Background: an optimization exercise with open tools, aiming at small area, a short achievable clock period and few clock cycles. Do not read the settings as production practice.
Function was checked by simulation only, so behaviour that the tests miss may differ from the original.
Power figures rest on the tool's default switching activity, not on a simulated workload.

## flow/design.v

```verilog
package dzr_pkg;
   typedef logic [2:0] phase_type;
   localparam phase_type PH_WIDTH  = 3'd0;   
   localparam phase_type PH_HEIGHT = 3'd1;   
   localparam phase_type PH_EMPTY  = 3'd3;   
   localparam phase_type PH_FULL   = 3'd4;   
   localparam phase_type PH_LIT    = 3'd5;   
endpackage
module dzr_parser (
   input  logic        clock,
   input  logic        reset,
   input  logic        req_valid,
   output logic        req_ready,
   input  logic [7:0]  req_data_byte,
   output logic        rsp_valid,
   input  logic        rsp_ready,
   output logic [15:0] rsp_depth_value,
   output logic [31:0] rsp_repeat_count,
   output logic        rsp_frame_last,
   output logic        rsp_overrun_error
);
   logic        rdy, rdy_n;
   dzr_pkg::phase_type ph, ph_n;
   logic [1:0]  idx, idx_n;
   logic        mul, mul_n;
   logic        ec1, ec1_n;
   logic        ec2, ec2_n;
   logic [31:0] cnt, cnt_n;
   logic [31:0] rem, rem_n;
   logic [31:0] cnt_out, cnt_out_n;
   logic        sat, sat_n;
   logic        wovf, wovf_n;
   logic [7:0]  lo, lo_n;
   logic [15:0] dep, dep_n;
   logic        last_ff, last_n;
   logic        ovf_ff, ovf_n;
   logic        vld_ff, vld_n;
   logic        take;
   logic        last_byte, last_byte_n, writes_out_n;
   logic        mul_step, mul_busy_n;
   logic        rem_zero, rem_le1;
   logic [31:0] field;
   logic [31:0] x;
   logic        cin;
   logic [31:0] sum;
   logic        cout;
   assign take      = req_valid && rdy;
   assign field     = {req_data_byte, cnt[31:8]};
   assign last_byte = (ph == dzr_pkg::PH_LIT) ? idx[0] : (idx == 2'd3);
   assign mul_step  = mul && (cnt_out != 32'h0);
   assign rem_le1   = (rem[31:1] == 31'h0);
   assign rem_zero  = rem_le1 && !rem[0];
   always_comb begin
      if (mul) x = cnt_out[0] ? cnt : 32'h0;
      else if (ec1) x = ~cnt;
      else if (ec2) x = cnt_out;
      else x = 32'hFFFF_FFFF;
      cin = ec1;
   end
   logic [31:0] g [0:5];
   logic [31:0] p [0:5];
   always_comb begin
      g[0] = rem & x;
      p[0] = rem ^ x;
      g[0][0] = g[0][0] | (p[0][0] & cin);
      for (int l = 0; l < 5; l++) begin
         for (int i = 0; i < 32; i++) begin
            if (((i >> l) & 1) == 1) begin
               g[l + 1][i] = g[l][i] | (p[l][i] & g[l][((i >> l) << l) - 1]);
               p[l + 1][i] = p[l][i] & p[l][((i >> l) << l) - 1];
            end else begin
               g[l + 1][i] = g[l][i];
               p[l + 1][i] = p[l][i];
            end
         end
      end
      sum  = p[0] ^ {g[5][30:0], cin};
      cout = g[5][31];
   end
   always_comb begin
      ph_n      = ph;
      idx_n     = idx;
      mul_n     = mul;
      ec1_n     = ec1;
      ec2_n     = ec2;
      cnt_n     = cnt;
      rem_n     = rem;
      cnt_out_n = cnt_out;
      sat_n     = sat;
      wovf_n    = wovf;
      lo_n      = lo;
      dep_n     = dep;
      last_n    = last_ff;
      ovf_n     = ovf_ff;
      vld_n     = vld_ff && !rsp_ready;
      if (ec1 && !vld_ff) begin
         ec1_n     = 1'b0;
         ec2_n     = (cnt != 32'h0);
         rem_n     = sum;
         ovf_n     = !cout;
         cnt_out_n = cnt;
         dep_n     = 16'h0;
      end
      if (ec2) begin
         ec2_n  = 1'b0;
         vld_n  = 1'b1;
         last_n = ovf_ff || rem_zero;
         if (ovf_ff) begin
            cnt_out_n = sum;
            rem_n     = 32'h0;
         end
      end
      if (mul_step) begin
         rem_n     = sum;
         sat_n     = sat || (cnt_out[0] && (cout || wovf));
         wovf_n    = wovf || cnt[31];
         cnt_n     = {cnt[30:0], 1'b0};
         cnt_out_n = {1'b0, cnt_out[31:1]};
      end else if (mul) begin
         mul_n = 1'b0;
         if (sat) rem_n = 32'hFFFF_FFFF;
      end
      if (ph == dzr_pkg::PH_HEIGHT) begin
         rem_n  = 32'h0;
         sat_n  = 1'b0;
         wovf_n = 1'b0;
      end
      if (take) begin
         idx_n = last_byte ? 2'd0 : idx + 2'd1;
         case (ph)
            dzr_pkg::PH_HEIGHT: begin
               cnt_out_n = {req_data_byte, cnt_out[31:8]};
               if (last_byte) begin
                  ph_n  = dzr_pkg::PH_EMPTY;
                  mul_n = 1'b1;
               end
            end
            dzr_pkg::PH_LIT: begin
               if (!idx[0]) begin
                  lo_n = req_data_byte;
               end else begin
                  vld_n     = 1'b1;
                  dep_n     = {req_data_byte, lo};
                  cnt_out_n = 32'd1;
                  last_n    = (rem == 32'd1);
                  ovf_n     = rem_zero;
                  rem_n     = rem_zero ? rem : sum;
                  cnt_n     = cnt - 32'd1;
                  if (cnt == 32'd1) ph_n = rem_le1 ? dzr_pkg::PH_WIDTH : dzr_pkg::PH_EMPTY;
               end
            end
            default: begin
               cnt_n = field;
               if (last_byte) begin
                  if (ph == dzr_pkg::PH_WIDTH) ph_n = dzr_pkg::PH_HEIGHT;
                  if (ph == dzr_pkg::PH_EMPTY) begin
                     ph_n  = dzr_pkg::PH_FULL;
                     ec1_n = 1'b1;
                  end
                  if (ph == dzr_pkg::PH_FULL) begin
                     if (field != 32'h0) ph_n = dzr_pkg::PH_LIT;
                     else ph_n = rem_zero ? dzr_pkg::PH_WIDTH : dzr_pkg::PH_EMPTY;
                  end
               end
            end
         endcase
      end
      if (mul && !mul_step && rem_zero && !sat) ph_n = dzr_pkg::PH_WIDTH;
      mul_busy_n   = mul_step ? (cnt_out[31:1] != 31'h0) : mul_n;
      last_byte_n  = (ph_n == dzr_pkg::PH_LIT) ? idx_n[0] : (idx_n == 2'd3);
      writes_out_n = (ph_n == dzr_pkg::PH_HEIGHT) || ec1_n ||
                     (ph_n == dzr_pkg::PH_LIT && last_byte_n);
      rdy_n        = !mul_busy_n && !(writes_out_n && vld_n);
   end
   always_ff @(posedge clock) begin
      if (reset) begin
         ph     <= dzr_pkg::PH_WIDTH;
         idx    <= 2'd0;
         mul    <= 1'b0;
         ec1    <= 1'b0;
         ec2    <= 1'b0;
         vld_ff <= 1'b0;
         rdy    <= 1'b1;
      end else begin
         ph     <= ph_n;
         idx    <= idx_n;
         mul    <= mul_n;
         ec1    <= ec1_n;
         ec2    <= ec2_n;
         vld_ff <= vld_n;
         rdy    <= rdy_n;
      end
   end
   always_ff @(posedge clock) begin
      cnt     <= cnt_n;
      rem     <= rem_n;
      cnt_out <= cnt_out_n;
      sat     <= sat_n;
      wovf    <= wovf_n;
      lo      <= lo_n;
      dep     <= dep_n;
      last_ff <= last_n;
      ovf_ff  <= ovf_n;
   end
   assign req_ready         = rdy;
   assign rsp_valid         = vld_ff;
   assign rsp_depth_value   = dep;
   assign rsp_repeat_count  = cnt_out;
   assign rsp_frame_last    = last_ff;
   assign rsp_overrun_error = ovf_ff;
endmodule
module depth_zero_run_decoder (
   input  logic               clock,
   input  logic               reset,
   input  logic               req_valid,
   output logic               req_ready,
   input  logic [7:0]         req_data_byte,
   output logic               rsp_valid,
   input  logic               rsp_ready,
   output logic signed [15:0] rsp_depth_value,
   output logic [31:0]        rsp_repeat_count,
   output logic               rsp_frame_last,
   output logic               rsp_overrun_error
);
   dzr_parser u_parser (
      .clock             (clock),
      .reset             (reset),
      .req_valid         (req_valid),
      .req_ready         (req_ready),
      .req_data_byte     (req_data_byte),
      .rsp_valid         (rsp_valid),
      .rsp_ready         (rsp_ready),
      .rsp_depth_value   (rsp_depth_value),
      .rsp_repeat_count  (rsp_repeat_count),
      .rsp_frame_last    (rsp_frame_last),
      .rsp_overrun_error (rsp_overrun_error)
   );
endmodule
```

## flow/run.sh

```bash
#!/bin/bash
# synth_recipe.tcl (not shown) runs the flow's synth.tcl, then flattens the netlist and writes it again
# the make line also repeats each setting of config.mk as NAME=value (left out here)
make -C /OpenROAD-flow-scripts/flow DESIGN_CONFIG=/design/flow/config.mk WORK_HOME=/design/flow/orfs CLKGATE_MAP_FILE= SYNTH_SCRIPT=/design/flow/synth_recipe.tcl finish
```

## flow/config.mk

```make
export PLATFORM = sky130hd
export DESIGN_NAME = depth_zero_run_decoder
export DESIGN_NICKNAME = depth_zero_run_decoder
export VERILOG_FILES = /design/flow/design.v
export SDC_FILE = /design/flow/constraint.sdc
export NUM_CORES = 4
export LEC_CHECK = 0
export CAP_MARGIN = 20
export CORE_MARGIN = 2
export CORE_UTILIZATION = 40
export SLEW_MARGIN = 20
```

## flow/constraint.sdc

```tcl
create_clock -name core_clock -period 11.0 [get_ports {clock}]
set_input_delay 2.2000 -clock core_clock [delete_from_list [all_inputs] [get_ports {clock}]]
set_output_delay 2.2000 -clock core_clock [all_outputs]
set_load 0.01 [all_outputs]
```

==> key figures, run 1 <==
Logic synthesis
  • Synth Register Bits: 134
  • EDFF count, synth: 40
  • Synth Cell Area: 9220 sq um
  • Syn nets: 1237
  • Synth Flop Type: dfxtp_1
  • Post-synth ARST share: 0%
  • Synth area leader: dfxtp_1
  • Top cell type's share of synthesized area: 20.4%
  • Cells after Synth: 1186
  • Syn_area_per_cell: 7.77 sq um
  • Synth area leaders: dfxtp_1 (20%), edfxtp_1 (13%), nand2_1 (7.7%)
  • Warnings, synthesis: 3
  • Distinct cells, synth: 59
  • Seq/Total Area, Yosys: 33.5%

Setup path
  • Most frequent CP cell: a21oi_1
  • CP max stage delay: 0.70 ns
  • Worst-path fanout max: 39
  • Critical path arrival: 5.05 ns
  • Crit-path cells: buf_4 > and2_1 > buf_4 > a21o_1 > ha_1 > a21oi_1 > o21ai_0 > a221oi_1 > o211ai_1 > a21oi_1 > a311oi_1 > a21oi_1 > xnor2_1 > a221oi_1
  • Critical path's top delay family: compound AO/OA/AOI/OAI gates
  • Critical Path RT: 11.25 ns
  • Worst path bufs/invs: 2
  • Slowest library cell on the worst path: and2_1
  • Setup CP Type: reg -> reg
  • Worst Setup End Kind: flip-flop
  • Setup crit start kind: flip-flop

Clock tree
  • CTS root buffer: clkbuf_16
  • CTS sink cnt: 134
  • CTS tree: yes
  • Htree depth: 4
  • Post-cts resize count: 0
  • Setup Fix Bufs, Post-CTS: 0
  • Cts-stage hold buffer count: 0
  • Clock latency (worst-skew pair): 0.43 ns
  • CTS Buf Count: 17
  • Clock transition at path regs: 0.07 ns
  • Max clock buf depth: 2

Place
  • Placed instance area: 9980 sq um
  • I/O Buffers: 63
  • Routability cong.: 0.913
  • Hpwl dp: 21800 um
  • Pre-CTS setup slack: 6.22 ns

Timing
  • Final worst setup slack: 6.20 ns
  • Max Clk Rate: 0.208 GHz
  • Setup TNS: 0 ns
  • Count of final setup violators: 0
  • Final Hold Viols: 0
  • Worst-margin pin slew: 1.04 ns
  • Tmin final: 4.80 ns
  • Fin Clk Skew: 0.00790 ns
  • Tcrit/Tclk final: 43.6%
  • RSZ-0062 raised after global routing: false
  • Max-slew violation count: 0
  • Slew HR: 30.8%

Floorplanning
  • Die span in y: 156 um
  • Core ar.: 22600 sq um
  • Die footprint: 24300 sq um
  • Initial Util: 40.7%
  • Site Rows: 55
  • DIE WIDTH: 156 um
  • Boundary Pins: 64

Min path
  • Worst hold path type: reg -> reg

Routing
  • Via count: 9294
  • Residual DRC: 0
  • WL final: 32400 um
  • DR WL/cell: 21.9 um
  • Vias/cell: 6.29
  • DR iter-0 viols: 910
  • Final ANT Viol Nets: 0
  • Pre-antenna DRT Iters: 5

Cells and area
  • Core Util, Final: 46.8%
  • Share of cells above drive strength 1: 6.37%
  • Post-route cell area: 10600 sq um
  • Commonest non-fill, non-tap cell in the layout: nand2_1
  • Nets: 1231
  • Area growth from synthesis to layout: 14.9%
  • Most frequent cells in the layout: nand2_1 (189), nor2_1 (105), dfxtp_1 (93)
  • N_diodes: 0

GRT
  • Initial antenna violation count: 0
  • Number of global-route vias before repair: 8433
  • Gr ovfl total: 0
  • First-pass GRT wire length: 49900 um
  • Tot GR Track Use: 26.5%
  • Largest net degree at the start of global routing: 68

Power
  • PwrDens: 193 nW/um^2
  • Leak Pwr: 3.98 nW
  • Worst VDD drop: 0.0996 mV

Outcome
  • Status: complete, no violations

Run
  • Maxcap violations: 0
==> kinds of logic after synthesis <==
group	synth area share, %
xor gates and xnor gates	5.04
and+or+nand+nor	21.2
buffers and inverters	5.47
AOI/OAI and AO/OA	27.2
muxes	1.85
DFF	33.5
adders and majority gates	5.78
==> per-stage QoR <==
stage / hold WS (ns) / instances / power [mW]
after global routing: 0.467 / 1478 / 2.14
after CTS: 0.434 / 1478 / 2.03
final: 0.433 / 1478 / 2.04
after global placement: 0.410 / 1446 / 1.43
after detailed placement: 0.423 / 1446 / 1.43
after floorplan: 0.408 / 1186 / 1.16
==> layer usage <==
metal	part of all wire, %	global-route usage (%)
met1	45	38.7
met2	45	40.4
met3	7.5	3.89
met4	2.4	7.86
met5	0	0
==> state kept, by name, indices dropped and copies added (netlist names), named ones only <==
register          flops
u_parser.ec2          1
u_parser.cnt_out     32
u_parser.wovf         1
u_parser.last_ff      1
u_parser.vld_ff       1
u_parser.idx          1
u_parser.sat          1
u_parser.cnt         32
u_parser.dep         16
u_parser.ph           3
u_parser.rem         32
u_parser.rdy          1
u_parser.mul          1
u_parser.lo           8
u_parser.ovf_ff       1
u_parser.ec1          1
==> report_power, final <==
group | switching [mW] | internal (mW)
Combinational | 0.337 | 0.300
Clock | 0.261 | 0.344
Sequential | 0.180 | 0.616
Total | 0.779 | 1.26
==> synth_stat cells (all sizes together) (7+ instances only) <==
library cell,n
o21ai,92
o211ai,7
clkbuf,96
nand3,31
buf,17
a221oi,39
nor2,110
xnor2,28
nor4,22
xor2,25
o22ai,15
o221ai,10
edfxtp,40
nand2b,7
dfxtp,94
a32oi,10
nand4,9
a22oi,19
mux2i,17
a211oi,22
ha,33
a21oi,82
a311oi,15
a21o,42
nand2,190
and2,7
or4,8
nor3,24
inv,17
==> worst paths after layout <==
kind,startpoint,endpoint,slack [ns],cells past startpoint
min reg2reg,u_parser.lo[0],u_parser.dep[0],0.43,2
max reg2reg,u_parser.mul,u_parser.rem[31],6.20,14
min,u_parser.lo[0],u_parser.dep[0],0.43,2
max,u_parser.mul,u_parser.rem[31],6.20,14
==> layout make-up <==
| cell class | instances | area [sq um] |
|---|---|---|
| flip-flops and latches | 134 | 3080 |
| multi-input cells | 922 | 5660 |
| clock buffers | 17 | 425 |
| repair buffers | 88 | 818 |
| inverters | 17 | 63.8 |
| well taps | 285 | 357 |
| fillers | 2184 | 12100 |
| clock inverters | 15 | 180 |
==> worst register-to-register path, delay by kind of cell (launching register included) <==
kind / cells / cell delay [ns]
buf+inv: 2 / 0.76
flops: 1 / 0.31
fa+ha+maj: 1 / 0.27
simple gates: 1 / 0.71
compound gates: 9 / 2.46
xor+xnor: 1 / 0.11
Testbench counts, summed over its fixed seeds: cycles 67,436.
==> inputs of run 2 (changes only) <==
==> flow/flow/run.sh (new file) <==
#!/bin/bash
# Standard ORFS layout, with repair_timing aiming for extra setup slack so
# that the achieved period shrinks. Constraints and clock are unchanged.
set -euo pipefail
bash standard.sh SETUP_SLACK_MARGIN=7.5 finish > orfs_flow.log 2>&1
==> flow/standard.sh (new file) <==
#!/bin/bash
# synth_recipe.tcl (not shown) runs the flow's synth.tcl, then flattens the netlist and writes it again
# the make line also repeats each setting of config.mk as NAME=value (left out here)
make -C /OpenROAD-flow-scripts/flow DESIGN_CONFIG=/design/flow/config.mk WORK_HOME=/design/flow/orfs CLKGATE_MAP_FILE= SYNTH_SCRIPT=/design/flow/synth_recipe.tcl "${@:-finish}"
removed: flow/run.sh
==> key figures, run 2 <==
Cells and area
  • Nets: 1282 (was 1231)
  • Fin cells: 1529 (was 1478)
  • Post-route cell area: 11800 sq um (was 10600 sq um)
  • Top Registers: u_parser.cnt: 32 flops, u_parser.cnt_out: 32 flops, u_parser.rem: 32 flops (unchanged)
  • N_diodes: 0 (unchanged)
  • Core Util, Final: 52.0% (was 46.8%)
  • Share of cells above drive strength 1: 20.9% (was 6.37%)
  • Area growth from synthesis to layout: 27.7% (was 14.9%)
  • Most frequent cells in the layout: nand2_1 (182), nor2_1 (97), o21ai_0 (82) (was nand2_1 (189), nor2_1 (105), dfxtp_1 (93))
  • Commonest non-fill, non-tap cell in the layout: nand2_1 (unchanged)
  • Fillers: 2074 (was 2184)

Timing
  • Count of final setup violators: 0 (unchanged)
  • Tmin final: 3.66 ns (was 4.80 ns)
  • Fin Clk Skew: 0.00778 ns (was 0.00790 ns)
  • Tcrit/Tclk final: 33.2% (was 43.6%)
  • Setup TNS: 0 ns (unchanged)
  • Slew HR: 36.4% (was 30.8%)
  • Final Hold Viols: 0 (unchanged)
  • Max Clk Rate: 0.274 GHz (was 0.208 GHz)
  • Final worst setup slack: 7.34 ns (was 6.20 ns)
  • Final hold slack: 0.431 ns (was 0.433 ns)
  • Max-slew violation count: 0 (unchanged)
  • Worst-margin pin slew: 0.951 ns (was 1.04 ns)
  • RSZ-0062 raised after global routing: true (was false)

Routing
  • Final ANT Viol Nets: 0 (unchanged)
  • Via count: 9759 (was 9294)
  • DR WL/cell: 23.0 um (was 21.9 um)
  • DR iter-0 viols: 1081 (was 910)
  • WL final: 35200 um (was 32400 um)
  • Residual DRC: 0 (unchanged)
  • Vias/cell: 6.38 (was 6.29)
  • Pre-antenna DRT Iters: 7 (was 5)

Logic synthesis
  • Count leader, synth: nand2_1 (unchanged)
  • Distinct cells, synth: 59 (unchanged)
  • Synth area leader: dfxtp_1 (unchanged)
  • Post-synth ARST share: 0% (unchanged)
  • Synth Cell Area: 9220 sq um (unchanged)
  • EDFF count, synth: 40 (unchanged)
  • Cells after Synth: 1186 (unchanged)
  • Syn nets: 1237 (unchanged)
  • Top cell type's share of synthesized area: 20.4% (unchanged)
  • Synth area leaders: dfxtp_1 (20%), edfxtp_1 (13%), nand2_1 (7.7%) (unchanged)
  • Synth Flop Type: dfxtp_1 (unchanged)
  • Post-synth top cells: nand2_1 (190), nor2_1 (110), clkbuf_1 (95), dfxtp_1 (94), o21ai_0 (92) (unchanged)
  • Synth Register Bits: 134 (unchanged)
  • Warnings, synthesis: 3 (unchanged)
  • Seq/Total Area, Yosys: 33.5% (unchanged)
  • Syn_area_per_cell: 7.77 sq um (unchanged)

Place
  • Hpwl dp: 21700 um (was 21800 um)
  • Routability cong.: 0.905 (was 0.913)
  • I/O Buffers: 63 (unchanged)
  • Placed instance area: 10100 sq um (was 9980 sq um)
  • Pre-CTS setup slack: 6.46 ns (was 6.22 ns)
  • Placed cells: 1445 (was 1446)

Clock tree
  • Max clock buf depth: 2 (unchanged)
  • Htree depth: 4 (unchanged)
  • CTS root buffer: clkbuf_16 (unchanged)
  • CTS sink cnt: 134 (unchanged)
  • Clock latency (worst-skew pair): 0.43 ns (about the same)
  • Clock transition at path regs: 0.07 ns (about the same)
  • CTS tree: yes (unchanged)
  • CTS Buf Count: 17 (unchanged)

Setup path
  • Setup CP Type: reg -> reg (unchanged)
  • Worst path bufs/invs: 3 (was 2)
  • Setup crit start kind: flip-flop (unchanged)
  • Worst-path fanout max: 8 (was 39)
  • Critical path arrival: 3.91 ns (was 5.05 ns)
  • R2R Path Start: u_parser.ec1 (was u_parser.mul)
  • Worst Setup End Kind: flip-flop (unchanged)
  • Critical path's top delay family: compound AO/OA/AOI/OAI gates (unchanged)
  • Slowest library cell on the worst path: dfxtp_4 (was and2_1)
  • Setup crit start: u_parser.ec1 (was u_parser.mul)
  • CP max stage delay: 0.36 ns (was 0.70 ns)
  • Critical Path RT: 11.25 ns (about the same)
  • Crit-path cells: buf_12 > buf_4 > nor2_1 > a221oi_2 > a21o_1 > ha_1 > nand2_2 > o21ai_1 > a221oi_4 > buf_4 > o211a_1 > o221ai_1 > a21oi_1 > xnor2_1 > nor2_1 > a211oi_1 (was buf_4 > and2_1 > buf_4 > a21o_1 > ha_1 > a21oi_1 > o21ai_0 > a221oi_1 > o211ai_1 > a21oi_1 > a311oi_1 > a21oi_1 > xnor2_1 > a221oi_1)

Floorplanning
  • Site Rows: 55 (unchanged)
  • Die span in y: 156 um (unchanged)
  • Core ar.: 22600 sq um (unchanged)
  • Boundary Pins: 64 (unchanged)
  • Initial Util: 40.7% (unchanged)
  • Die footprint: 24300 sq um (unchanged)
  • DIE WIDTH: 156 um (unchanged)

Power
  • Worst VDD drop: 0.106 mV (was 0.0996 mV)
  • Leak Pwr: 4.55 nW (was 3.98 nW)
  • Total power: 2.16 mW (was 2.04 mW)
  • PwrDens: 184 nW/um^2 (was 193 nW/um^2)

GRT
  • Gr ovfl total: 0 (unchanged)
  • Number of global-route vias before repair: 9179 (was 8433)
  • Largest net degree at the start of global routing: 64 (was 68)
  • Tot GR Track Use: 29.1% (was 26.5%)
  • Initial antenna violation count: 0 (unchanged)
  • First-pass GRT wire length: 54700 um (was 49900 um)

Min path
  • Worst Min Path Start: u_parser.lo[4] (was u_parser.lo[0])
  • Worst hold path type: reg -> reg (unchanged)

Run
  • Maxcap violations: 0 (unchanged)

Outcome
  • Status: complete, no violations (unchanged)
## run 2: cell counts after synthesis
Identical to the previous run, type by type.
## run 2: area by class of cell
| type | count | area (sq um) | area share (%) |
|---|---|---|---|
| flip-flops and latches | 134 | 3170 | 26.9 |
| multi-input cells | 924 | 6270 | 53.3 |
| inverters | 17 | 67.6 | 0.574 |
| well taps | 285 | 357 | 3.03 |
| clock buffers | 17 | 425 | 3.61 |
| clock inverters | 15 | 150 | 1.28 |
| repair buffers | 137 | 1330 | 11.3 |
## run 2: per-layer routing
layer	global-route usage, %	share of wire, %
met5	0	0
met4	11.0	3.6
met3	5.36	9.2
met2	44.5	45
met1	41.0	42
## run 2: final timing paths
| check | endpoint | slack [ns] | depth (start not counted) |
|---|---|---|---|
| setup reg to reg | u_parser.rem[26] | 7.34 | 16 |
| hold / removal | u_parser.dep[4] | 0.43 | 2 |
| hold reg to reg | u_parser.dep[4] | 0.43 | 2 |
| setup / recovery | u_parser.rem[26] | 7.34 | 16 |
## run 2: worst reg2reg max path, delay by kind of cell (launching register included)
family	cells	cell delay, ns
simple gates	3	0.32
flops	1	0.36
buf+inv	3	0.45
compound gates	8	1.68
fa+ha+maj	1	0.36
xor+xnor	1	0.30
## run 2: power by group
group          switching (mW)  total [mW]  internal [mW]  leakage, nW
Sequential              0.181       0.810          0.629         1.21
Combinational           0.413       0.780          0.367         3.06
Clock                   0.270       0.574          0.304        0.284
Total                   0.863        2.16           1.30         4.55
## run 2: logic make-up after synthesis
family / count (synthesis) / synth area share (%)
and+or+nand+nor: 435 / 21.2
AOI/OAI and AO/OA: 378 / 27.2
DFF: 134 / 33.5
buffers and inverters: 130 / 5.47
xor gates and xnor gates: 53 / 5.04
adders and majority gates: 39 / 5.78
muxes: 17 / 1.85
## run 2: repair_timing
item                                    4_1_cts  5_1_grt
gates resized for setup                     174       81
pin swaps                                    27       46
hold buffers                                  0        0
endpoints found under the setup margin      150       38
buffers inserted                             35       10
hold endpoints to repair                      0        0
gates cloned                                  7        0
==> inputs of run 3 (changes only) <==
==> flow/flow/run.sh (replaced) <==
#!/bin/bash
# Standard ORFS layout (standard synthesis unchanged). repair_timing aims for
# extra setup slack so the achieved period shrinks; ports get plain buf_1
# buffers. Constraints and clock are unchanged.
set -euo pipefail
bash standard.sh SETUP_SLACK_MARGIN=7.5 TNS_END_PERCENT=10 \
   "BUFFER_PORTS_ARGS=-buffer_cell sky130_fd_sc_hd__buf_1" finish > orfs_flow.log 2>&1
==> key figures, run 3 <==
Timing
  • Tmin final: 3.56 ns (was 3.66 ns)
  • Final worst setup slack: 7.44 ns (was 7.34 ns)
  • Slew HR: 32.3% (was 36.4%)
  • Worst-margin pin slew: 1.01 ns (was 0.951 ns)
  • Tcrit/Tclk final: 32.4% (was 33.2%)
  • Count of final setup violators: 0 (unchanged)
  • Max Clk Rate: 0.281 GHz (was 0.274 GHz)
  • Max-slew violation count: 0 (unchanged)
  • Setup TNS: 0 ns (unchanged)
  • RSZ-0062 raised after global routing: true (unchanged)
  • Final Hold Viols: 0 (unchanged)
  • Fin Clk Skew: 0.0150 ns (was 0.00778 ns)

Logic synthesis
  • Synth area leaders: dfxtp_1 (20%), edfxtp_1 (13%), nand2_1 (7.7%) (unchanged)
  • Cells after Synth: 1186 (unchanged)
  • Distinct cells, synth: 59 (unchanged)
  • EDFF count, synth: 40 (unchanged)
  • Warnings, synthesis: 3 (unchanged)
  • Synth area leader: dfxtp_1 (unchanged)
  • Top cell type's share of synthesized area: 20.4% (unchanged)
  • Synth Cell Area: 9220 sq um (unchanged)
  • Syn nets: 1237 (unchanged)
  • Post-synth ARST share: 0% (unchanged)
  • Syn_area_per_cell: 7.77 sq um (unchanged)
  • Synth Flop Type: dfxtp_1 (unchanged)
  • Post-synth top cells: nand2_1 (190), nor2_1 (110), clkbuf_1 (95), dfxtp_1 (94), o21ai_0 (92) (unchanged)
  • Count leader, synth: nand2_1 (unchanged)
  • Seq/Total Area, Yosys: 33.5% (unchanged)
  • Synth Register Bits: 134 (unchanged)

Place
  • Pre-CTS setup slack: 6.44 ns (was 6.46 ns)
  • Routability cong.: 0.890 (was 0.905)
  • I/O Buffers: 63 (unchanged)
  • Placed instance area: 9610 sq um (was 10100 sq um)
  • Hpwl dp: 21600 um (was 21700 um)

Outcome
  • Status: complete, no violations (unchanged)

Cells and area
  • Area growth from synthesis to layout: 18.7% (was 27.7%)
  • Commonest non-fill, non-tap cell in the layout: nand2_1 (unchanged)
  • N_diodes: 0 (unchanged)
  • Top Registers: u_parser.cnt: 32 flops, u_parser.cnt_out: 32 flops, u_parser.rem: 32 flops (unchanged)
  • Post-route cell area: 10900 sq um (was 11800 sq um)
  • Nets: 1260 (was 1282)
  • Most frequent cells in the layout: nand2_1 (183), nor2_1 (102), dfxtp_1 (89) (was nand2_1 (182), nor2_1 (97), o21ai_0 (82))
  • Share of cells above drive strength 1: 13.3% (was 20.9%)

GRT
  • Number of global-route vias before repair: 8856 (was 9179)
  • Initial antenna violation count: 0 (unchanged)
  • Gr ovfl total: 0 (unchanged)
  • First-pass GRT wire length: 51500 um (was 54700 um)
  • Largest net degree at the start of global routing: 63 (was 64)
  • Tot GR Track Use: 27.5% (was 29.1%)

Clock tree
  • Htree depth: 4 (unchanged)
  • CTS Buf Count: 17 (unchanged)
  • Clock latency (worst-skew pair): 0.44 ns (was 0.43 ns)
  • Clock transition at path regs: 0.07 ns (about the same)
  • Max clock buf depth: 2 (unchanged)
  • CTS tree: yes (unchanged)
  • CTS root buffer: clkbuf_16 (unchanged)
  • CTS sink cnt: 134 (unchanged)

Routing
  • WL final: 33700 um (was 35200 um)
  • DR WL/cell: 22.4 um (was 23.0 um)
  • Vias/cell: 6.38 (about the same)
  • Pre-antenna DRT Iters: 6 (was 7)
  • Final ANT Viol Nets: 0 (unchanged)
  • Via count: 9615 (was 9759)
  • Residual DRC: 0 (unchanged)
  • DR iter-0 viols: 1133 (was 1081)

Setup path
  • Critical Path RT: 11.36 ns (was 11.25 ns)
  • Critical path arrival: 3.92 ns (was 3.91 ns)
  • Worst-path fanout max: 21 (was 8)
  • Setup CP Type: in -> reg (was reg -> reg)
  • Setup crit start kind: input pin (was flip-flop)
  • Worst Setup End Kind: flip-flop (unchanged)

Power
  • Worst VDD drop: 0.0975 mV (was 0.106 mV)
  • PwrDens: 190 nW/um^2 (was 184 nW/um^2)
  • Leak Pwr: 4.08 nW (was 4.55 nW)
  • Combinational Power Share: 33.0% (was 36.0%)
  • Pint: 1.26 mW (was 1.30 mW)
  • Sw frac: 39.5% (was 39.9%)
  • Net Switching: 821 uW (was 863 uW)
  • Part of the power in registers: 38.6% (was 37.4%)
  • Clock power share: 28.4% (was 26.5%)

Floorplanning
  • Die span in y: 156 um (unchanged)
  • Site Rows: 55 (unchanged)
  • Boundary Pins: 64 (unchanged)
  • DIE WIDTH: 156 um (unchanged)
  • Core ar.: 22600 sq um (unchanged)
  • Initial Util: 40.7% (unchanged)
  • Die footprint: 24300 sq um (unchanged)

Min path
  • Worst hold path type: reg -> reg (unchanged)

Run
  • Maxcap violations: 0 (unchanged)
==> run 3: through the flow <==
stage,cells,util [%],power [mW],hold WS (ns)
3_5_place_dp,1442,42.5,1.37,0.425
5_1_grt,1507,48.3,2.18,0.466
4_1_cts,1494,46.9,2.01,0.436
3_3_place_gp,1441,42.4,1.37,0.414
2_1_floorplan,1186,-,1.17,0.408
6_report,1507,48.3,2.08,0.436
==> run 3: timing repair <==
item,CTS,global route
pin swaps,13,18
hold buffers,0,0
resized for setup,36,48
setup endpoints to repair,95,84
setup buffers,16,12
gates cloned,4,1
==> run 3: final cells by class <==
class / count / area [sq um]
clock buffers: 17 / 425
well taps: 285 / 357
repair buffers: 116 / 832
inverters: 17 / 63.8
clock inverters: 15 / 176
fillers: 2183 / 11700
flip-flops and latches: 134 / 3090
multi-input cells: 923 / 5990
==> run 3: worst max-delay path: stages <==
cell,delay [ns]
buf_1,0.09
and2_4,0.24
and3_4,0.27
nor2_1,0.80
a22oi_1,0.18
o21ai_0,0.13
==> run 3: worst paths after layout <==
| check | startpoint | end | slack, ns | depth (start not counted) |
|---|---|---|---|---|
| worst max-delay path | req_valid | u_parser.cnt_out[13] | 7.44 | 6 |
| worst min-delay path | u_parser.lo[6] | u_parser.dep[6] | 0.44 | 2 |
| worst max register to register | u_parser.ec2 | u_parser.cnt_out[8] | 7.48 | 15 |
| worst min register to register | u_parser.lo[6] | u_parser.dep[6] | 0.44 | 2 |
==> run 3: per-layer routing <==
metal / vias to the layer above / global-route usage, % / part of all wire [%]
met1: 4651 / 38.3 / 43
met4: 0 / 8.61 / 2.3
met5: - / 0 / 0
met2: 505 / 43.2 / 46
met3: 56 / 5.06 / 9.0
li1: 4403 / - / -
==> run 3: power groups by stage <==
stage	clock (mW)	combinational (mW)	sequential, mW
final	0.590	0.687	0.802
after global routing	0.618	0.757	0.810
after CTS	0.596	0.621	0.790
after detailed placement	0	0.574	0.799
after global placement	0	0.569	0.800
after floorplan	0	0.447	0.719
==> run 3: cell families after synthesis <==
group | count (synthesis) | synth area share [%]
flops | 134 | 33.5
mux | 17 | 1.85
compound gates | 378 | 27.2
buf+inv | 130 | 5.47
xor+xnor | 53 | 5.04
simple gates | 435 | 21.2
fa+ha+maj | 39 | 5.78
==> inputs of run 4 (changes only) <==
==> flow/flow/run.sh (replaced) <==
#!/bin/bash
# Standard ORFS layout (standard synthesis unchanged). repair_timing aims for
# extra setup slack so the achieved period shrinks; ports get plain buf_1
# buffers; the clock tree uses smaller buffers. Constraints and clock are
# unchanged.
set -euo pipefail
bash standard.sh SETUP_SLACK_MARGIN=7.5 TNS_END_PERCENT=10 \
   "BUFFER_PORTS_ARGS=-buffer_cell sky130_fd_sc_hd__buf_1" \
   "CTS_BUF_LIST=sky130_fd_sc_hd__clkbuf_4 sky130_fd_sc_hd__clkbuf_8" finish > orfs_flow.log 2>&1
==> key figures, run 4 <==
Routing
  • Pre-antenna DRT Iters: 8 (was 6)
  • Residual DRC: 0 (unchanged)
  • WL final: 33800 um (was 33700 um)
  • DR WL/cell: 22.5 um (was 22.4 um)
  • Vias/cell: 6.39 (was 6.38)
  • Final ANT Viol Nets: 0 (unchanged)
  • Via count: 9605 (was 9615)
  • DR iter-0 viols: 933 (was 1133)

Timing
  • Max-slew violation count: 0 (unchanged)
  • Max Clk Rate: 0.282 GHz (was 0.281 GHz)
  • Worst-margin pin slew: 0.992 ns (was 1.01 ns)
  • Tcrit/Tclk final: 32.3% (was 32.4%)
  • Count of final setup violators: 0 (unchanged)
  • Slew HR: 33.6% (was 32.3%)
  • Setup TNS: 0 ns (unchanged)
  • Tmin final: 3.55 ns (was 3.56 ns)
  • Final Hold Viols: 0 (unchanged)
  • RSZ-0062 raised after global routing: true (unchanged)
  • Fin Clk Skew: 0.0205 ns (was 0.0150 ns)

Floorplanning
  • DIE WIDTH: 156 um (unchanged)
  • Initial Util: 40.7% (unchanged)
  • Core ar.: 22600 sq um (unchanged)
  • Die footprint: 24300 sq um (unchanged)
  • Die span in y: 156 um (unchanged)
  • Site Rows: 55 (unchanged)
  • Boundary Pins: 64 (unchanged)

Logic synthesis
  • Synth area leaders: dfxtp_1 (20%), edfxtp_1 (13%), nand2_1 (7.7%) (unchanged)
  • Seq/Total Area, Yosys: 33.5% (unchanged)
  • Distinct cells, synth: 59 (unchanged)
  • Synth Cell Area: 9220 sq um (unchanged)
  • Post-synth top cells: nand2_1 (190), nor2_1 (110), clkbuf_1 (95), dfxtp_1 (94), o21ai_0 (92) (unchanged)
  • Count leader, synth: nand2_1 (unchanged)
  • Post-synth ARST share: 0% (unchanged)
  • Top cell type's share of synthesized area: 20.4% (unchanged)
  • Synth area leader: dfxtp_1 (unchanged)
  • Warnings, synthesis: 3 (unchanged)
  • Synth Register Bits: 134 (unchanged)
  • EDFF count, synth: 40 (unchanged)
  • Syn nets: 1237 (unchanged)
  • Cells after Synth: 1186 (unchanged)
  • Synth Flop Type: dfxtp_1 (unchanged)
  • Syn_area_per_cell: 7.77 sq um (unchanged)

Place
  • I/O Buffers: 63 (unchanged)
  • Routability cong.: 0.890 (unchanged)
  • Hpwl dp: 21600 um (unchanged)

Setup path
  • Critical Path RT: 11.11 ns (was 11.36 ns)
  • Critical path arrival: 3.67 ns (was 3.92 ns)
  • Worst Setup End Kind: flip-flop (unchanged)
  • Worst-path fanout max: 33 (was 21)
  • R2R Path Start: u_parser.ec1 (was u_parser.ec2)
  • Setup crit start kind: input pin (unchanged)
  • Setup CP Type: in -> reg (unchanged)
  • Setup crit start: req_valid (unchanged)

Cells and area
  • N_diodes: 0 (unchanged)
  • Share of cells above drive strength 1: 13.5% (was 13.3%)
  • Area growth from synthesis to layout: 17.1% (was 18.7%)
  • Commonest non-fill, non-tap cell in the layout: nand2_1 (unchanged)
  • Most frequent cells in the layout: nand2_1 (185), nor2_1 (99), dfxtp_1 (89) (was nand2_1 (183), nor2_1 (102), dfxtp_1 (89))
  • Fillers: 2204 (was 2183)
  • Nets: 1256 (was 1260)
  • Top Registers: u_parser.cnt: 32 flops, u_parser.cnt_out: 32 flops, u_parser.rem: 32 flops (unchanged)
  • FF+latch area: 3100 sq um (was 3090 sq um)
  • Area taken by multi-input logic gates: 6100 sq um (was 5990 sq um)

Power
  • Worst VDD drop: 0.0887 mV (was 0.0975 mV)
  • PwrDens: 179 nW/um^2 (was 190 nW/um^2)
  • Leak Pwr: 3.98 nW (was 4.08 nW)
  • Total power: 1.93 mW (was 2.08 mW)

GRT
  • Number of global-route vias before repair: 8963 (was 8856)
  • Tot GR Track Use: 27.6% (was 27.5%)
  • First-pass GRT wire length: 51700 um (was 51500 um)
  • Gr ovfl total: 0 (unchanged)
  • Initial antenna violation count: 0 (unchanged)
  • Largest net degree at the start of global routing: 63 (unchanged)

Min path
  • Worst hold path type: reg -> reg (unchanged)
  • Worst Min Path Start: u_parser.lo[0] (was u_parser.lo[6])

Outcome
  • Status: complete, no violations (unchanged)

Clock tree
  • Htree depth: 4 (unchanged)
  • CTS root buffer: clkbuf_8 (was clkbuf_16)
  • CTS sink cnt: 134 (unchanged)
  • Cts-stage hold buffer count: 0 (unchanged)
  • CTS Buf Count: 17 (unchanged)
  • Clock latency (worst-skew pair): 0.48 ns (was 0.44 ns)
  • Max clock buf depth: 2 (unchanged)
  • CTS tree: yes (unchanged)
  • Clock transition at path regs: 0.10 ns (was 0.07 ns)

Run
  • Maxcap violations: 0 (unchanged)
[run 4: cell count changes in the layout (fill, tap and decap cells not counted), moves of 4 or more]
cell,change
buf_1,+4
clkbuf_16,-18
clkbuf_8,+17
ha_1,-9
ha_4,+8
[run 4: per-layer routing]
| metal | wire length (um) | GRT usage [%] | vias up | share of wire [%] |
|---|---|---|---|---|
| met5 | 0 | 0 | - | 0 |
| met4 | 1130 | 11.4 | 0 | 3.4 |
| met3 | 3000 | 5.53 | 81 | 8.9 |
| met2 | 15300 | 42.3 | 501 | 45 |
| met1 | 14400 | 37.9 | 4624 | 43 |
| li1 | - | - | 4399 | - |
[run 4: final timing paths]
kind	depth (start not counted)	to	slack [ns]
max reg2reg	17	u_parser.cnt_out[9]	7.52
max	5	u_parser.rem[3]	7.45
min	2	u_parser.dep[0]	0.44
min reg2reg	2	u_parser.dep[0]	0.44
[run 4: logic make-up after synthesis]
| kind of cell | after synthesis | synth area share, % |
|---|---|---|
| and+or+nand+nor | 435 | 21.2 |
| AOI/OAI and AO/OA | 378 | 27.2 |
| DFF | 134 | 33.5 |
| buffers and inverters | 130 | 5.47 |
| xor gates and xnor gates | 53 | 5.04 |
| muxes | 17 | 1.85 |
| adders and majority gates | 39 | 5.78 |
[run 4: cell type report]
| class | count | area share [%] |
|---|---|---|
| repair buffers | 112 | 7.05 |
| well taps | 285 | 3.30 |
| clock inverters | 15 | 1.63 |
| multi-input cells | 923 | 56.5 |
| clock buffers | 17 | 2.17 |
| flip-flops and latches | 134 | 28.7 |
| inverters | 17 | 0.626 |
[run 4: what timing repair did]
| action | CTS | global route |
|---|---|---|
| gates cloned | 5 | 0 |
| setup endpoints to repair | 63 | 86 |
| gates resized for setup | 48 | 43 |
| pin swaps | 22 | 23 |
| setup buffers | 18 | 6 |
[run 4: report_power, final]
group / leakage [nW] / internal [mW] / switching, mW / total [mW]
Sequential: 1.20 / 0.616 / 0.189 / 0.805
Clock: 0.206 / 0.193 / 0.249 / 0.441
Combinational: 2.57 / 0.317 / 0.369 / 0.686
[run 4: metrics by stage]
stage               area (sq um)  hold slack, ns  util [%]  cells  setup WS [ns]
finish                     10800           0.437      47.7   1503           7.45
floorplan                   9300           0.408         -   1186           7.43
global route               10800           0.475      47.7   1503           7.35
detailed placement          9610           0.425      42.5   1442           6.44
CTS                        10500           0.440      46.4   1497           7.42
global placement            9610           0.414      42.4   1441           6.50
[run 4: critical path, stage by stage]
cell,delay (ns)
buf_1,0.09
nand2_1,0.31
nor2_2,0.19
buf_4,0.41
nand2_4,0.39
==> inputs of run 5 (changes only) <==
--- a/flow/flow/run.sh
+++ b/flow/flow/run.sh
@@ -4,6 +4,6 @@
 # buffers; the clock tree uses smaller buffers. Constraints and clock are
 # unchanged.
 set -euo pipefail
-bash standard.sh SETUP_SLACK_MARGIN=7.5 TNS_END_PERCENT=10 \
+bash standard.sh SETUP_SLACK_MARGIN=7.0 TNS_END_PERCENT=10 \
    "BUFFER_PORTS_ARGS=-buffer_cell sky130_fd_sc_hd__buf_1" \
    "CTS_BUF_LIST=sky130_fd_sc_hd__clkbuf_4 sky130_fd_sc_hd__clkbuf_8" finish > orfs_flow.log 2>&1
==> key figures, run 5 <==
Setup path
  • Reg-to-reg setup timing slack: 7.10 ns (was 7.52 ns)
  • Setup crit start kind: input pin (unchanged)
  • FF-to-FF End: u_parser.rem[14] (was u_parser.cnt_out[9])
  • Crit path depth: 7 (was 5)
  • Critical path arrival: 4.20 ns (was 3.67 ns)
  • CP max stage delay: 0.57 ns (was 0.41 ns)
  • Critical Path RT: 11.27 ns (was 11.11 ns)
  • Worst path bufs/invs: 3 (was 2)
  • Critical path's top delay family: compound AO/OA/AOI/OAI gates (was simple AND/OR/NAND/NOR gates)
  • Crit-path cells: buf_1 > and2_1 > buf_4 > nand2_1 > buf_4 > o211ai_1 > a221oi_1 (was buf_1 > nand2_1 > nor2_2 > buf_4 > nand2_4)
  • R2R Path Start: u_parser.ec1 (unchanged)
  • Setup crit start: req_valid (unchanged)
  • Slowest library cell on the worst path: o211ai_1 (was buf_4)
  • Reg2Reg Depth: 15 (was 17)
  • Worst setup path endpoint: u_parser.rem[27] (was u_parser.rem[3])
  • Setup CP Type: in -> reg (unchanged)
  • Worst-path fanout max: 34 (was 33)
  • Worst Setup End Kind: flip-flop (unchanged)
  • Most frequent CP cell: buf_4

Routing
  • DR iter-0 viols: 961 (was 933)
  • Vias/cell: 6.27 (was 6.39)
  • DR WL/cell: 22.1 um (was 22.5 um)
  • Via count: 9301 (was 9605)
  • Final ANT Viol Nets: 0 (unchanged)
  • Residual DRC: 0 (unchanged)
  • Pre-antenna DRT Iters: 5 (was 8)
  • WL final: 32700 um (was 33800 um)

Logic synthesis
  • Seq/Total Area, Yosys: 33.5% (unchanged)
  • Synth area leader: dfxtp_1 (unchanged)
  • Top cell type's share of synthesized area: 20.4% (unchanged)
  • Post-synth top cells: nand2_1 (190), nor2_1 (110), clkbuf_1 (95), dfxtp_1 (94), o21ai_0 (92) (unchanged)
  • Post-synth ARST share: 0% (unchanged)
  • Distinct cells, synth: 59 (unchanged)
  • Count leader, synth: nand2_1 (unchanged)
  • Cells after Synth: 1186 (unchanged)
  • Synth Flop Type: dfxtp_1 (unchanged)
  • Synth Cell Area: 9220 sq um (unchanged)
  • Synth area leaders: dfxtp_1 (20%), edfxtp_1 (13%), nand2_1 (7.7%) (unchanged)
  • Synth Register Bits: 134 (unchanged)
  • EDFF count, synth: 40 (unchanged)
  • Syn_area_per_cell: 7.77 sq um (unchanged)
  • Warnings, synthesis: 3 (unchanged)
  • Syn nets: 1237 (unchanged)

Min path
  • Worst hold path type: reg -> reg (unchanged)

Timing
  • Worst-margin pin slew: 1.19 ns (was 0.992 ns)
  • Max-slew violation count: 0 (unchanged)
  • Tcrit/Tclk final: 35.8% (was 32.3%)
  • Setup TNS: 0 ns (unchanged)
  • RSZ-0062 raised after global routing: true (unchanged)
  • Slew HR: 20.4% (was 33.6%)
  • Tmin final: 3.93 ns (was 3.55 ns)
  • Final worst setup slack: 7.07 ns (was 7.45 ns)
  • Final Hold Viols: 0 (unchanged)
  • Count of final setup violators: 0 (unchanged)
  • Fin Clk Skew: 0.0209 ns (was 0.0205 ns)
  • Max Clk Rate: 0.254 GHz (was 0.282 GHz)

GRT
  • Initial antenna violation count: 0 (unchanged)
  • Tot GR Track Use: 26.3% (was 27.6%)
  • Gr ovfl total: 0 (unchanged)
  • First-pass GRT wire length: 49500 um (was 51700 um)
  • Largest net degree at the start of global routing: 68 (was 63)
  • Number of global-route vias before repair: 8337 (was 8963)

Place
  • I/O Buffers: 63 (unchanged)
  • Pre-CTS setup slack: 6.49 ns (was 6.44 ns)
  • Hpwl dp: 21400 um (was 21600 um)
  • Routability cong.: 0.899 (was 0.890)

Floorplanning
  • Site Rows: 55 (unchanged)
  • DIE WIDTH: 156 um (unchanged)
  • Core ar.: 22600 sq um (unchanged)
  • Initial Util: 40.7% (unchanged)
  • Boundary Pins: 64 (unchanged)
  • Die span in y: 156 um (unchanged)
  • Die footprint: 24300 sq um (unchanged)

Cells and area
  • N_diodes: 0 (unchanged)
  • Commonest non-fill, non-tap cell in the layout: nand2_1 (unchanged)
  • Share of cells above drive strength 1: 7.68% (was 13.5%)
  • Most frequent cells in the layout: nand2_1 (188), nor2_1 (105), dfxtp_1 (92) (was nand2_1 (185), nor2_1 (99), dfxtp_1 (89))
  • Core Util, Final: 44.8% (was 47.7%)
  • Area growth from synthesis to layout: 10.1% (was 17.1%)
  • Top Registers: u_parser.cnt: 32 flops, u_parser.cnt_out: 32 flops, u_parser.rem: 32 flops (unchanged)
  • Nets: 1236 (was 1256)
  • Fillers: 2281 (was 2204)

Power
  • Leak Pwr: 3.77 nW (was 3.98 nW)
  • Clock power share: 23.0% (was 22.8%)
  • Combinational Power Share: 33.4% (was 35.5%)
  • Net Switching: 779 uW (was 807 uW)
  • Total power: 1.83 mW (was 1.93 mW)
  • Pint: 1.05 mW (was 1.13 mW)
  • Worst VDD drop: 0.0840 mV (was 0.0887 mV)
  • Sw frac: 42.6% (was 41.8%)
  • Part of the power in registers: 43.5% (was 41.7%)
  • PwrDens: 180 nW/um^2 (was 179 nW/um^2)

Outcome
  • Status: complete, no violations (unchanged)

Clock tree
  • Max clock buf depth: 2 (unchanged)
  • CTS root buffer: clkbuf_8 (unchanged)
  • CTS Buf Count: 17 (unchanged)
  • Clock transition at path regs: 0.10 ns (about the same)
  • Htree depth: 4 (unchanged)
  • CTS sink cnt: 134 (unchanged)
  • CTS tree: yes (unchanged)
  • Clock latency (worst-skew pair): 0.48 ns (about the same)

Run
  • Maxcap violations: 0 (unchanged)
run 5: cell counts after synthesis:
Identical to the previous run, type by type.
run 5: final cells by class:
cell class,instances,area (sq um),area share [%]
multi-input cells,922,5700,56.2
flip-flops and latches,134,3090,30.5
repair buffers,93,549,5.42
well taps,285,357,3.52
clock buffers,17,234,2.31
clock inverters,15,151,1.49
inverters,17,63.8,0.629
run 5: routing by layer:
metal  vias up  track usage [%]  routed length, um
met2       428             40.3              14700
met1      4474             37.1              14300
met4         0             9.39                794
met3        46             4.69               2900
met5         -                0                  0
li1       4353                -                  -
run 5: what timing repair did:
action | CTS | global route
buffers inserted | 0 | 4
gates resized for setup | 9 | 15
cloned | 0 | 3
hold buffers | 0 | 0
setup endpoints to repair | 39 | 30
pin swaps | 0 | 7
run 5: power by group through the flow:
stage	registers [mW]	logic (mW)	clock network [mW]
3_5_place_dp	0.797	0.576	0
6_report	0.795	0.611	0.421
3_3_place_gp	0.800	0.568	0
4_1_cts	0.787	0.585	0.425
2_1_floorplan	0.719	0.446	0
5_1_grt	0.805	0.680	0.443
run 5: cell families after synthesis:
logic type               share of synthesized area (%)
AND/OR/NAND/NOR                                   21.2
AO/OA/AOI/OAI                                     27.2
flip-flops                                        33.5
buffers and inverters                             5.47
XOR/XNOR                                          5.04
adder cells (fa/ha/maj)                           5.78
multiplexers                                      1.85
run 5: tightest hold or removal path, stage by stage, from the launching register on:
cell and delay [ns]:
edfxtp_1 0.33, nand2_1 0.04, nand2_1 0.04
run 5: worst min path at each step:
stage / from / end / slack [ns] / cells past startpoint
after floorplan: u_parser.lo[0] / u_parser.dep[0] / 0.41 / 2
after global placement: u_parser.lo[7] / u_parser.dep[7] / 0.41 / 2
after detailed placement: u_parser.lo[4] / u_parser.dep[4] / 0.42 / 2
after CTS: u_parser.lo[4] / u_parser.dep[4] / 0.44 / 2
after global routing: u_parser.lo[2] / u_parser.dep[2] / 0.46 / 2
final: u_parser.lo[7] / u_parser.dep[7] / 0.44 / 2
run 5: metrics by stage:
| step | cell area (sq um) | std cells | hold slack, ns |
|---|---|---|---|
| after detailed placement | 9570 | 1444 | 0.415 |
| after global placement | 9570 | 1444 | 0.409 |
| after floorplan | 9220 | 1186 | 0.408 |
| after global routing | 10100 | 1483 | 0.463 |
| final | 10100 | 1483 | 0.438 |
| after CTS | 10000 | 1476 | 0.441 |
==> inputs of run 6 (changes only) <==
--- a/flow/flow/run.sh
+++ b/flow/flow/run.sh
@@ -4,6 +4,6 @@
 # buffers; the clock tree uses smaller buffers. Constraints and clock are
 # unchanged.
 set -euo pipefail
-bash standard.sh SETUP_SLACK_MARGIN=7.0 TNS_END_PERCENT=10 \
+bash standard.sh SETUP_SLACK_MARGIN=7.5 TNS_END_PERCENT=100 CORE_UTILIZATION=65 \
    "BUFFER_PORTS_ARGS=-buffer_cell sky130_fd_sc_hd__buf_1" \
    "CTS_BUF_LIST=sky130_fd_sc_hd__clkbuf_4 sky130_fd_sc_hd__clkbuf_8" finish > orfs_flow.log 2>&1
==> key figures, run 6 <==
Power
  • Worst VDD drop: 0.148 mV (was 0.0840 mV)
  • PwrDens: 185 nW/um^2 (was 180 nW/um^2)
  • Leak Pwr: 3.95 nW (was 3.77 nW)

Cells and area
  • Commonest non-fill, non-tap cell in the layout: nand2_1 (unchanged)
  • N_diodes: 0 (unchanged)
  • Share of cells above drive strength 1: 13.0% (was 7.68%)
  • Post-route cell area: 10600 sq um (was 10100 sq um)
  • Fillers: 1063 (was 2281)
  • Top Registers: u_parser.cnt: 32 flops, u_parser.cnt_out: 32 flops, u_parser.rem: 32 flops (unchanged)
  • Nets: 1251 (was 1236)
  • Area growth from synthesis to layout: 14.7% (was 10.1%)
  • Most frequent cells in the layout: nand2_1 (185), nor2_1 (103), dfxtp_1 (89) (was nand2_1 (188), nor2_1 (105), dfxtp_1 (92))

Place
  • Placed instance area: 9480 sq um (was 9570 sq um)
  • Pre-CTS setup slack: 6.70 ns (was 6.49 ns)
  • I/O Buffers: 63 (unchanged)
  • Routability cong.: 0.942 (was 0.899)
  • Hpwl dp: 19900 um (was 21400 um)

Logic synthesis
  • Syn nets: 1237 (unchanged)
  • Synth Area in Simple Gates: 21.2% (unchanged)
  • Xor and xnor area share after synthesis: 5.04% (unchanged)
  • Warnings, synthesis: 3 (unchanged)
  • Synth Cell Area: 9220 sq um (unchanged)
  • EDFF count, synth: 40 (unchanged)
  • Distinct cells, synth: 59 (unchanged)
  • Syn_area_per_cell: 7.77 sq um (unchanged)
  • Synth Area in Adders: 5.78% (unchanged)
  • Compound-cell area share of the yosys netlist: 27.2% (unchanged)
  • Synth area leader: dfxtp_1 (unchanged)
  • Cells after Synth: 1186 (unchanged)
  • Seq/Total Area, Yosys: 33.5% (unchanged)
  • Mux cell area share after synthesis: 1.85% (unchanged)
  • Main combinational cell family by area after synthesis: compound AO/OA/AOI/OAI gates (unchanged)
  • Synth Flop Type: dfxtp_1 (unchanged)
  • Count leader, synth: nand2_1 (unchanged)
  • Synth area leaders: dfxtp_1 (20%), edfxtp_1 (13%), nand2_1 (7.7%) (unchanged)
  • Synth Register Bits: 134 (unchanged)
  • Post-synth ARST share: 0% (unchanged)
  • Top cell type's share of synthesized area: 20.4% (unchanged)
  • Post-synth top cells: nand2_1 (190), nor2_1 (110), clkbuf_1 (95), dfxtp_1 (94), o21ai_0 (92) (unchanged)

Clock tree
  • CTS root buffer: clkbuf_8 (unchanged)
  • Clock transition at path regs: 0.08 ns (was 0.10 ns)
  • CTS sink cnt: 134 (unchanged)
  • Max clock buf depth: 2 (unchanged)
  • Htree depth: 4 (unchanged)
  • Clock latency (worst-skew pair): 0.47 ns (was 0.48 ns)
  • CTS Buf Count: 17 (unchanged)
  • CTS tree: yes (unchanged)

GRT
  • Initial antenna violation count: 0 (unchanged)
  • Largest net degree at the start of global routing: 68 (unchanged)
  • Gr ovfl total: 0 (unchanged)
  • Tot GR Track Use: 40.8% (was 26.3%)
  • First-pass GRT wire length: 47200 um (was 49500 um)
  • Number of global-route vias before repair: 8423 (was 8337)

Outcome
  • Status: complete, no violations (unchanged)

Routing
  • Met3 Routed Length: 4240 um (was 2900 um)
  • DR iter-0 viols: 1888 (was 961)
  • Uppermost routed layer: met4 (unchanged)
  • M1 WL: 12600 um (was 14300 um)
  • WL final: 32200 um (was 32700 um)
  • Vias/cell: 7.02 (was 6.27)
  • DR WL/cell: 23.1 um (was 22.1 um)
  • WL met2: 14000 um (was 14700 um)
  • Via count: 9781 (was 9301)
  • Residual DRC: 0 (unchanged)
  • Pre-antenna DRT Iters: 9 (was 5)
  • Final ANT Viol Nets: 0 (unchanged)

Setup path
  • Critical Path RT: 11.42 ns (was 11.27 ns)
  • Worst-path fanout max: 20 (was 34)
  • Worst Setup End Kind: flip-flop (unchanged)
  • Critical path arrival: 3.97 ns (was 4.20 ns)
  • Setup crit start kind: flip-flop (was input pin)
  • Setup CP Type: reg -> reg (was in -> reg)

Floorplanning
  • Site Rows: 43 (was 55)
  • Boundary Pins: 64 (unchanged)
  • Initial Util: 66.4% (was 40.7%)
  • Die span in y: 123 um (was 156 um)
  • Core ar.: 13900 sq um (was 22600 sq um)
  • DIE WIDTH: 123 um (was 156 um)
  • Die footprint: 15100 sq um (was 24300 sq um)

Timing
  • Tcrit/Tclk final: 32.3% (was 35.8%)
  • Max Clk Rate: 0.282 GHz (was 0.254 GHz)
  • Slew HR: 45.3% (was 20.4%)
  • RSZ-0062 raised after global routing: true (unchanged)
  • Fin Clk Skew: 0.00933 ns (was 0.0209 ns)
  • Final worst setup slack: 7.45 ns (was 7.07 ns)
  • Final Hold Viols: 0 (unchanged)
  • Count of final setup violators: 0 (unchanged)
  • Setup TNS: 0 ns (unchanged)
  • Final hold slack: 0.438 ns (about the same)
  • Worst-margin pin slew: 0.817 ns (was 1.19 ns)
  • Max-slew violation count: 0 (unchanged)
  • Tmin final: 3.55 ns (was 3.93 ns)

Run
  • Maxcap violations: 0 (unchanged)

Min path
  • Worst hold path type: reg -> reg (unchanged)
run 6: kinds of logic after synthesis:
group	Yosys count
simple gates	435
compound gates	378
flops	134
buf+inv	130
xor+xnor	53
fa+ha+maj	39
mux	17
run 6: worst paths after layout:
| check | start | to | slack [ns] | cells past startpoint |
|---|---|---|---|---|
| max reg2reg | u_parser.mul | u_parser.cnt_out[31] | 7.45 | 16 |
| max | u_parser.mul | u_parser.cnt_out[31] | 7.45 | 16 |
| min | u_parser.lo[1] | u_parser.dep[1] | 0.44 | 2 |
| min reg2reg | u_parser.lo[1] | u_parser.dep[1] | 0.44 | 2 |
run 6: critical path, cell delays in order, from the launching register on:
cell and delay [ns]:
dfxtp_4 0.38, buf_12 0.16, and2_4 0.16, buf_4 0.17, a21o_1 0.22, ha_1 0.34
o211ai_1 0.14, o211ai_1 0.21, buf_4 0.17, nand4_1 0.11, o211ai_1 0.19, a21oi_2 0.12
a311oi_2 0.37, a21oi_2 0.13, buf_4 0.16, or4_4 0.41, nand3_2 0.06
run 6: layout make-up:
cell class,instances,area [sq um],share of cell area [%]
clock buffers,18,241,2.28
clock inverters,14,200,1.89
inverters,17,63.8,0.604
multi-input cells,923,6020,57.0
flip-flops and latches,134,3100,29.3
well taps,180,225,2.13
repair buffers,107,721,6.82
run 6: per-stage QoR:
step,power (mW),std cells,util [%]
5_1_grt,2.04,1393,76.1
4_1_cts,1.86,1379,73.3
6_report,1.95,1393,76.1
2_1_floorplan,1.17,1186,-
3_3_place_gp,1.35,1333,68.3
3_5_place_dp,1.36,1333,68.3
run 6: repair_timing:
item	CTS	global route
hold buffers	0	0
endpoints found under the setup margin	56	80
pin swaps	18	26
setup buffers	12	12
resized for setup	32	49
cloned	2	2
run 6: layer usage:
layer / vias up / GRT usage [%]
met3: 131 / 10.6
met4: 0 / 16.3
li1: 4371 / -
met5: - / 0
met1: 4522 / 58.1
met2: 757 / 59.0
run 6: power by group:
part / switching [mW] / internal, mW / total, mW
sequential: 0.187 / 0.615 / 0.802
combinational: 0.370 / 0.309 / 0.680
clock: 0.218 / 0.252 / 0.470
total: 0.775 / 1.18 / 1.95
==> inputs of run 7 (changes only) <==
--- a/flow/flow/run.sh
+++ b/flow/flow/run.sh
@@ -4,6 +4,6 @@
 # buffers; the clock tree uses smaller buffers. Constraints and clock are
 # unchanged.
 set -euo pipefail
-bash standard.sh SETUP_SLACK_MARGIN=7.5 TNS_END_PERCENT=100 CORE_UTILIZATION=65 \
+bash standard.sh SETUP_SLACK_MARGIN=8.0 TNS_END_PERCENT=100  \
    "BUFFER_PORTS_ARGS=-buffer_cell sky130_fd_sc_hd__buf_1" \
    "CTS_BUF_LIST=sky130_fd_sc_hd__clkbuf_4 sky130_fd_sc_hd__clkbuf_8" finish > orfs_flow.log 2>&1
==> key figures, run 7 <==
Place
  • Pre-CTS setup slack: 6.67 ns (was 6.70 ns)
  • Routability cong.: 0.858 (was 0.942)
  • I/O Buffers: 63 (unchanged)
  • Hpwl dp: 21500 um (was 19900 um)

Timing
  • Tcrit/Tclk final: 32.3% (about the same)
  • Worst-margin pin slew: 0.946 ns (was 0.817 ns)
  • Max Clk Rate: 0.282 GHz (about the same)
  • Count of final setup violators: 0 (unchanged)
  • RSZ-0062 raised after global routing: true (unchanged)
  • Slew HR: 36.7% (was 45.3%)
  • Max-slew violation count: 0 (unchanged)
  • Final Hold Viols: 0 (unchanged)
  • Fin Clk Skew: 0.0121 ns (was 0.00933 ns)
  • Final worst setup slack: 7.45 ns (about the same)
  • Setup TNS: 0 ns (unchanged)
  • Tmin final: 3.55 ns (about the same)

Cells and area
  • Commonest non-fill, non-tap cell in the layout: nand2_1 (unchanged)
  • Area growth from synthesis to layout: 42.0% (was 14.7%)
  • N_diodes: 0 (unchanged)
  • Share of cells above drive strength 1: 37.1% (was 13.0%)
  • Nets: 1371 (was 1251)
  • Top Registers: u_parser.cnt: 32 flops, u_parser.cnt_out: 32 flops, u_parser.rem: 32 flops (unchanged)
  • Most frequent cells in the layout: nand2_1 (179), buf_4 (127), nor2_1 (89) (was nand2_1 (185), nor2_1 (103), dfxtp_1 (89))
  • Fillers: 1915 (was 1063)

Routing
  • Vias/cell: 6.46 (was 7.02)
  • Pre-antenna DRT Iters: 6 (was 9)
  • Final ANT Viol Nets: 0 (unchanged)
  • Residual DRC: 0 (unchanged)
  • DR WL/cell: 23.9 um (was 23.1 um)
  • WL final: 38700 um (was 32200 um)
  • DR iter-0 viols: 1272 (was 1888)
  • Via count: 10500 (was 9781)

Logic synthesis
  • Post-synth top cells: nand2_1 (190), nor2_1 (110), clkbuf_1 (95), dfxtp_1 (94), o21ai_0 (92) (unchanged)
  • Synth Cell Area: 9220 sq um (unchanged)
  • Cells after Synth: 1186 (unchanged)
  • Synth area leaders: dfxtp_1 (20%), edfxtp_1 (13%), nand2_1 (7.7%) (unchanged)
  • Synth area leader: dfxtp_1 (unchanged)
  • Top cell type's share of synthesized area: 20.4% (unchanged)
  • Synth Flop Type: dfxtp_1 (unchanged)
  • Distinct cells, synth: 59 (unchanged)
  • Seq/Total Area, Yosys: 33.5% (unchanged)
  • Syn_area_per_cell: 7.77 sq um (unchanged)
  • Warnings, synthesis: 3 (unchanged)
  • Post-synth ARST share: 0% (unchanged)
  • Count leader, synth: nand2_1 (unchanged)
  • Syn nets: 1237 (unchanged)
  • Synth Register Bits: 134 (unchanged)
  • EDFF count, synth: 40 (unchanged)

Clock tree
  • Cts-stage hold buffer count: 0 (unchanged)
  • Max clock buf depth: 2 (unchanged)
  • Clock latency (worst-skew pair): 0.48 ns (was 0.47 ns)
  • CTS sink cnt: 134 (unchanged)
  • Htree depth: 4 (unchanged)
  • Clock transition at path regs: 0.10 ns (was 0.08 ns)
  • CTS Buf Count: 17 (unchanged)
  • CTS root buffer: clkbuf_8 (unchanged)
  • CTS tree: yes (unchanged)

Floorplanning
  • Die footprint: 24300 sq um (was 15100 sq um)
  • Boundary Pins: 64 (unchanged)
  • Core ar.: 22600 sq um (was 13900 sq um)
  • DIE WIDTH: 156 um (was 123 um)
  • Die span in y: 156 um (was 123 um)
  • Site Rows: 55 (was 43)
  • Initial Util: 40.7% (was 66.4%)

GRT
  • Gr ovfl total: 0 (unchanged)
  • Most Crowded Layer GR: met2 (unchanged)
  • Tot GR Track Use: 30.7% (was 40.8%)
  • Met1 Track Usage GR: 41.0% (was 58.1%)
  • Initial antenna violation count: 0 (unchanged)
  • Largest net degree at the start of global routing: 68 (unchanged)
  • First-pass GRT wire length: 57400 um (was 47200 um)
  • Met2 Use GR: 47.3% (was 59.0%)
  • Met3 Resource Use GR: 5.53% (was 10.6%)
  • Number of global-route vias before repair: 9528 (was 8423)

Setup path
  • Critical Path RT: 11.38 ns (was 11.42 ns)
  • Setup CP Type: reg -> reg (unchanged)
  • Worst-path fanout max: 15 (was 20)
  • Setup crit start kind: flip-flop (unchanged)
  • Worst Setup End Kind: flip-flop (unchanged)
  • Critical path arrival: 3.93 ns (was 3.97 ns)

Power
  • Total power: 2.32 mW (was 1.95 mW)
  • Worst VDD drop: 0.102 mV (was 0.148 mV)
  • Leak Pwr: 5.05 nW (was 3.95 nW)
  • PwrDens: 177 nW/um^2 (was 185 nW/um^2)

Outcome
  • Status: complete, no violations (unchanged)

Run
  • Maxcap violations: 0 (unchanged)

Min path
  • Worst hold path type: reg -> reg (unchanged)
==> run 7: cell types whose count changed in the layout (fill, tap and decap cells not counted), moves of 10 or more <==
cell / before / now
buf_4: 33 / 127
buf_6: 1 / 68
buf_1: 61 / 3
dfxtp_1: 89 / 36
dfxtp_4: 3 / 33
o21ai_0: 85 / 57
dfxtp_2: 2 / 25
o21ai_1: 6 / 27
a21oi_1: 72 / 54
a21oi_2: 9 / 25
nor2_1: 103 / 89
a211oi_1: 19 / 9
==> run 7: final cells by class <==
cell class,count,area (sq um),area share (%)
sequential,134,3240,24.7
tap,285,357,2.73
clock inverter,15,149,1.14
timing repair buffer,225,2290,17.5
clock buffer,17,234,1.79
multi-input combinational,925,6750,51.6
inverter,17,67.6,0.516
==> run 7: path summary, 6_finish.rpt <==
| check | startpoint | end | slack, ns | depth (start not counted) |
|---|---|---|---|---|
| worst max-delay path | u_parser.ec2 | u_parser.cnt_out[27] | 7.45 | 17 |
| worst min-delay path | u_parser.lo[1] | u_parser.dep[1] | 0.44 | 2 |
| worst max register to register | u_parser.ec2 | u_parser.cnt_out[27] | 7.45 | 17 |
| worst min register to register | u_parser.lo[1] | u_parser.dep[1] | 0.44 | 2 |
==> run 7: logic make-up (layout without fill, tap and decap cells) <==
family / Yosys count / in the layout / share of synthesized area [%]
buf+inv: 130 / 274 / 5.47
compound gates: 378 / 378 / 27.2
simple gates: 435 / 438 / 21.2
xor+xnor: 53 / 53 / 5.04
flops: 134 / 134 / 33.5
fa+ha+maj: 39 / 39 / 5.78
mux: 17 / 17 / 1.85
==> run 7: metal layers <==
metal / vias to the layer above / wire length, um / part of all wire (%)
met4: 0 / 2340 / 6.1
met3: 168 / 3790 / 9.8
met5: - / 0 / 0
met2: 700 / 17400 / 45
met1: 4974 / 15100 / 39
li1: 4614 / - / -
==> run 7: per-stage QoR <==
step | hold slack (ns) | cell area (sq um) | instances | util (%)
after floorplan | 0.408 | 9510 | 1186 | -
after global placement | 0.410 | 9720 | 1441 | 43.0
after detailed placement | 0.423 | 9720 | 1441 | 43.0
after CTS | 0.442 | 12300 | 1587 | 54.4
after global routing | 0.469 | 13100 | 1618 | 57.8
final | 0.438 | 13100 | 1618 | 57.8
==> run 7: worst max-delay path, cell delays in order (launching register included) <==
cell and delay (ns):
dfxtp_4 0.37, buf_12 0.10, buf_4 0.25, buf_4 0.22
a221oi_1 0.08, a21o_1 0.23, ha_4 0.34, and4_4 0.24
and2_1 0.13, nand4_1 0.15, buf_4 0.18, o211a_4 0.15
buf_4 0.14, o21ai_2 0.16, a41oi_2 0.16, xor2_2 0.23
a311oi_1 0.12, a21o_1 0.17
==> run 7: power breakdown <==
group | switching [mW] | total (mW) | internal, mW
Combinational | 0.554 | 1.11 | 0.558
Clock | 0.250 | 0.420 | 0.169
Sequential | 0.153 | 0.787 | 0.635
==> run 7: repair_timing <==
action | CTS | global route
resized for setup | 319 | 124
pin swaps | 84 | 49
cloned | 10 | 1
setup endpoints to repair | 202 | 126
setup buffers | 104 | 30

port drivers added, routing unchanged:
In the flow no input, the clock included, has a driving cell. The finished layouts below were timed again as built, in two steps.
Step 1, drivers: a clkbuf_16 drives clock and a buf_2 each remaining input, both assumed.
Step 2 adds t to the input delays and takes it off the output delays; t is the mean of the earliest and latest rising clock arrival at the registers after step 1. Input paths then give back, and output paths get back, about the clock's delay inside the block.
Slacks: ideal ports / drivers / drivers and shift; pairs: ideal ports / drivers.
| run | t, ns | setup WS [ns] | worst data-port slew with drivers (ns) |
|---|---|---|---|
| run 1 | 0.475 | 6.199 / 6.199 / 6.129 | 0.03 |
| run 2 | 0.478 | 7.344 / 7.344 / 7.105 | 0.03 |
| run 3 | 0.476 | 7.435 / 7.450 / 6.974 | 0.04 |
| run 4 | 0.518 | 7.449 / 7.453 / 6.935 | 0.04 |
| run 5 | 0.508 | 7.065 / 7.086 / 6.578 | 0.03 |
| run 6 | 0.509 | 7.448 / 7.448 / 7.069 | 0.04 |
| run 7 | 0.516 | 7.451 / 7.451 / 7.252 | 0.07 |
After both steps every run listed still meets setup and hold. For run 4, which loses most, drivers alone change the setup slack by +0.004 ns; drivers and shift together by -0.514 ns.
